This design comes from an exercise in tuning for small area, a short achievable clock period and few clock cycles per item on the open sky130 flow, not from production work.
In this exercise RTL edits were held to simulation tests only and were not proved equivalent to the original.
Power is estimated from default activity; no workload was simulated.

== job 8775 ==
// axf_top
module axf_top (
        input  logic        clk,
        input  logic        rst_n,
        input  logic [5:0]  address_i,
        input  logic [31:0] data_in_i,
        input  logic [1:0]  data_write_n_i,
        output logic [31:0] data_out_o
);
        logic [15:0] a, b, d, e, tx, ty, x, y;
        logic [2:0]  ctrl;
        logic [7:0]  set;
        logic [7:0]  wr_sel;
        logic [15:0] wr_val;
        logic        start;
        logic        busy;
        logic [15:0] res_x, res_y;
        axf_regfile regfile_inst (
                .clk            (clk),
                .rst_n          (rst_n),
                .address_i      (address_i),
                .data_in_i      (data_in_i),
                .data_write_n_i (data_write_n_i),
                .a_o (a), .b_o (b), .d_o (d), .e_o (e),
                .tx_o (tx), .ty_o (ty), .x_o (x), .y_o (y),
                .set_o          (set),
                .ctrl_o         (ctrl),
                .wr_sel_o       (wr_sel),
                .wr_val_o       (wr_val),
                .start_o        (start)
        );
        axf_engine engine_inst (
                .clk            (clk),
                .rst_n          (rst_n),
                .start_i        (start),
                .wr_sel_i       (wr_sel),
                .wr_val_i       (wr_val),
                .a_i (a), .b_i (b), .d_i (d), .e_i (e),
                .tx_i (tx), .ty_i (ty), .x_i (x), .y_i (y),
                .set_i          (set),
                .busy_o         (busy),
                .res_x_o        (res_x),
                .res_y_o        (res_y)
        );
        axf_readback readback_inst (
  ...
clock: 10.0 ns
lec_check: 0
cap_margin: 20
core_margin: 2
core_utilization: 30
cts_buf_list: sky130_fd_sc_hd__clkbuf_16
cts_cluster_diameter: 80
cts_cluster_size: 24
setup_slack_margin: 4.2
slew_margin: 20
run.sh (not shown) runs the stock make flow with config.mk's settings and CLKGATE_MAP_FILE= SYNTH_SCRIPT=/design/flow/synth_recipe.tcl, a recipe that flattens the netlist after the stock synthesis.
Testbench counts of job 8775, summed over its fixed seeds: cycles 9,504, transforms 1,152.
Edits applied to the flow inputs when going from job 8775 to job 7518:
Settings: changing CTS_BUF_LIST from sky130_fd_sc_hd__clkbuf_16 to sky130_fd_sc_hd__clkbuf_4 sky130_fd_sc_hd__clkbuf_8; changing SETUP_SLACK_MARGIN from 4.2 to 4.5; removing CTS_CLUSTER_DIAMETER (formerly 80); removing CTS_CLUSTER_SIZE (formerly 24).
==> comparison <==
Clock-pin slew on the worst setup and hold paths down 0.03 ns in job 7518 wrt job 8775
The more densely filled core belongs to job 7518, not job 8775.
On share of total power in the clock network, the higher figure sits with job 7518, not job 8775.
Diff job 7518 and job 8775: internal portion of total power lower in job 8775
Global-route wire length before repair went up by a few percent going from job 8775 to job 7518.
Delta (job 7518 minus job 8775): share of layout cells above drive strength 1 increased 10 points; mean number of vias per cell shrank by about 0.75%; sum of routed wire length over all layers increased by 5.5% relative to the old numbers.
The final period demand of the worst path number comes out lower for job 7518 vs job 8775.
Final critical-path share of the clock period (job 7518 over job 8775): decrease, 2.1 points
Changes in job 5238 relative to job 7518:
Settings: CTS_BUF_LIST changed from sky130_fd_sc_hd__clkbuf_4 sky130_fd_sc_hd__clkbuf_8 to sky130_fd_sc_hd__clkbuf_16; CORE_UTILIZATION changed from 30 to 45; CTS_CLUSTER_DIAMETER newly set to 80; CTS_CLUSTER_SIZE newly set to 24.
Job 7518 has higher final wirelength than job 5238.
The met3 usage in global routing number comes out higher for job 7518 vs job 5238.
[job 5238] worst hold slack rose 0.0099 ns relative to job 7518
Job 5238 — fraction of area in clock buffers and inverters 1.7 points lower, job 7518 as reference
Job 5238 has combinational gate power above what job 7518 had.
Job 5238 consumes less power than job 7518 does.
### job 5238 -> job 9352
Settings: swapping 45 for 20 in CORE_UTILIZATION.
### Flow results
- Relative to job 5238, the via count of the first global-routing pass of job 9352 is higher by 319.
- Job 5238 has a higher buffers plus inverters on the worst setup path than job 9352.
- Taking job 5238 over job 9352, the first-iteration DRC count ratio works out to 0.950.
- Number of gates given a new drive strength after cts went down by more than 10% going from job 5238 to job 9352.
- Job 9352 gives less actual slew at the worst max-slew pin than job 5238 did.
> inputs changed (job 9352 -> job 4572)
Settings: a change of CORE_UTILIZATION from 20 to 30.
Results
Job 4572: no failed stages, no open violations at the end. Going from job 9352 to job 4572, sequential cell area fraction in the yosys report has remained practically unchanged, overall routed net length has decreased, relative slew slack down 6.0 points. When job 4572 is measured against job 9352, its number of placed cells counting well taps turns out 362 lower. Half-perimeter wire length after detailed placement was higher in the run labelled job 9352. For total power, dividing the value from job 9352 by the value from job 4572 gives 1.06. Summary of the comparison: number of gates on the worst path with buffers counted is higher in job 4572, relative to job 9352. Compared with job 9352, job 4572 shows cell leakage power lower by 1.5%. In job 4572 the die area turned out about 33% lower than in job 9352. A origin of the worst setup path of address_i[0] is what job 4572 shows, while address_i[1] belongs to job 9352. In the reports for job 9352 and job 4572, the larger clock skew after layout belongs to job 4572. STATUS first-pass GRT wire length: job 4572 wins against job 9352.
What job 1631 does differently from job 4572 at the input level:
Settings: SETUP_SLACK_MARGIN now 4.65, was 4.5.
==> comparison <==
Job 1631 reached the final stage; the timing, DRC and antenna checks on its layout passed. Count of vias placed by the detailed router was higher in job 1631 than in job 4572. Job 4572 → job 1631: clock power share now sits at about the same level; final hold slack ~0 delta; share of total power in sequential cells fell by 0.9 points; worst-case clock buffer depth held steady.

* * *

Starting RTL as in the previous note.
==> flow/design.v (excerpt) <==
module axf_top (
        input  logic        clk,
        input  logic        rst_n,
        input  logic [5:0]  address_i,
        input  logic [31:0] data_in_i,
        input  logic [1:0]  data_write_n_i,
        output logic [31:0] data_out_o
);
        logic [15:0] a, b, d, e, tx, ty, x, y;
        logic [2:0]  ctrl;
        logic [7:0]  set;
        logic [7:0]  wr_sel;
        logic [15:0] wr_val;
        logic        start;
        logic        busy;
        logic [15:0] res_x, res_y;
        axf_regfile regfile_inst (
                .clk            (clk),
                .rst_n          (rst_n),
                .address_i      (address_i),
                .data_in_i      (data_in_i),
                .data_write_n_i (data_write_n_i),
                .a_o (a), .b_o (b), .d_o (d), .e_o (e),
                .tx_o (tx), .ty_o (ty), .x_o (x), .y_o (y),
                .set_o          (set),
                .ctrl_o         (ctrl),
                .wr_sel_o       (wr_sel),
                .wr_val_o       (wr_val),
                .start_o        (start)
        );
        axf_engine engine_inst (
                .clk            (clk),
                .rst_n          (rst_n),
                .start_i        (start),
                .wr_sel_i       (wr_sel),
                .wr_val_i       (wr_val),
                .a_i (a), .b_i (b), .d_i (d), .e_i (e),
                .tx_i (tx), .ty_i (ty), .x_i (x), .y_i (y),
                .set_i          (set),
                .busy_o         (busy),
  ...
clock: 10.0 ns
lec_check: 0
cap_margin: 20
core_margin: 2
core_utilization: 30
setup_slack_margin: 4.8
slew_margin: 20
Testbench counts at the start, summed over its fixed seeds: cycles 9,504, transforms 1,152.
Rerun with:
--- a/flow/config.mk
+++ b/flow/config.mk
@@ -9,4 +9,7 @@
 export CORE_MARGIN = 2
 export CORE_UTILIZATION = 30
-export SETUP_SLACK_MARGIN = 4.8
+export CTS_BUF_LIST = sky130_fd_sc_hd__clkbuf_16
+export CTS_CLUSTER_DIAMETER = 100
+export CTS_CLUSTER_SIZE = 32
+export SETUP_SLACK_MARGIN = 4.5
 export SLEW_MARGIN = 20
The new run finished with timing, DRC and antenna clean.
Design area goes down by 6.8%.
Final cell count falls by 4.0%.
Clock skew grows by 0.014 ns.
First-iteration DRC count falls by 15%.
Synthesized cell count is unchanged.
Non-clock buffer count falls by 58.
Worst hold slack gains 0.020 ns.
Rerun with:
==> flow/config.mk (replaced) <==
export PLATFORM = sky130hd
export DESIGN_NAME = axf_top
export DESIGN_NICKNAME = axf_top
export VERILOG_FILES = /design/flow/design.v
export SDC_FILE = /design/flow/constraint.sdc
export NUM_CORES = 4
export LEC_CHECK = 0
export CAP_MARGIN = 5
export CORE_MARGIN = 2
export CORE_UTILIZATION = 30
export CTS_BUF_LIST = sky130_fd_sc_hd__clkbuf_16
export CTS_CLUSTER_DIAMETER = 80
export CTS_CLUSTER_SIZE = 24
export SETUP_SLACK_MARGIN = 4.5
export SLEW_MARGIN = 5
=> Die area stays the same. Clock power went up by a few percent. Routed wire length went up by a few percent. Final cell count went up slightly. Non-clock buffer count went up by 27. Clock skew went down by 0.0069 ns. Design area went up by a few percent. Core utilization went up by 0.73 points. Via count went up by a few percent. Setup slack degrades by 0.0090 ns.
Rerun with:
==> flow/config.mk (replaced) <==
export PLATFORM = sky130hd
export DESIGN_NAME = axf_top
export DESIGN_NICKNAME = axf_top
export VERILOG_FILES = /design/flow/design.v
export SDC_FILE = /design/flow/constraint.sdc
export NUM_CORES = 4
export LEC_CHECK = 0
export CAP_MARGIN = 20
export CORE_MARGIN = 2
export CORE_UTILIZATION = 30
export SETUP_SLACK_MARGIN = 4.5
export SLEW_MARGIN = 20
What happened: The changed run finished with timing, DRC and antenna clean. Total power went up by 2.8%. Worst setup slack improved by 0.036 ns. Design area went up by 1.2%. Synthesized area is unchanged. Clock power went up by about 70%. Wire length went down by 1.8%. Global-route usage hardly moves.
Rerun with:
--- a/flow/config.mk
+++ b/flow/config.mk
@@ -9,4 +9,7 @@
 export CORE_MARGIN = 2
 export CORE_UTILIZATION = 30
+export CTS_BUF_LIST = sky130_fd_sc_hd__clkbuf_8
+export CTS_CLUSTER_DIAMETER = 50
+export CTS_CLUSTER_SIZE = 16
 export SETUP_SLACK_MARGIN = 4.5
 export SLEW_MARGIN = 20
- clock power drops by 35%
- routed wire length came out lower by 0.89%
- sequential power barely changes
- total power goes down by 3.6%
- core utilization is lower by 0.77 points
- combinational power went up by about 3%
- register-to-register slack got worse by 0.02 ns
- global-route usage stays flat
- worst setup slack gets worse by 0.0077 ns

-- static timing again, ports no longer ideal --
No port has a modelled driver above. Below, the same layouts with a new extraction and two added sets of constraints.
Step 1 assumes that a clkbuf_16 drives the clock port and a buf_2 every other input.
Step 2 also shifts input and output timing later by t, the mid clock arrival at the registers, as if the neighbouring blocks saw the same clock.
a / b / c = ideal ports / drivers / drivers and shift; a / b = the first two.
run | t (ns) | setup slack, ns | worst hold slack (ns)
job 8775 | 0.530 | 4.316 / 4.292 / 4.292 | 0.456 / 0.456 / 0.456
job 7518 | 0.582 | 4.523 / 4.504 / 4.308 | 0.448 / 0.448 / 0.448
job 5238 | 0.524 | 4.478 / 4.455 / 4.357 | 0.458 / 0.458 / 0.458
job 9352 | 0.546 | 4.548 / 4.517 / 4.517 | 0.466 / 0.466 / 0.466
job 4572 | 0.536 | 4.544 / 4.523 / 4.332 | 0.462 / 0.462 / 0.462
job 1631 | 0.534 | 4.606 / 4.553 / 4.553 | 0.463 / 0.463 / 0.463
the first run of note 2 | 0.573 | 4.599 / 4.572 / 4.572 | 0.447 / 0.447 / 0.447
the second run of note 2 | 0.539 | 4.517 / 4.497 / 4.336 | 0.467 / 0.467 / 0.467
the third run of note 2 | 0.539 | 4.508 / 4.479 / 4.231 | 0.464 / 0.464 / 0.464
the fourth run of note 2 | 0.579 | 4.545 / 4.526 / 4.277 | 0.455 / 0.455 / 0.455
the fifth run of note 2 | 0.593 | 4.537 / 4.517 / 4.345 | 0.458 / 0.458 / 0.458
After both steps every run listed still meets setup and hold. For the third run of note 2, which loses most, drivers alone change the setup slack by -0.029 ns; drivers and shift together by -0.277 ns.
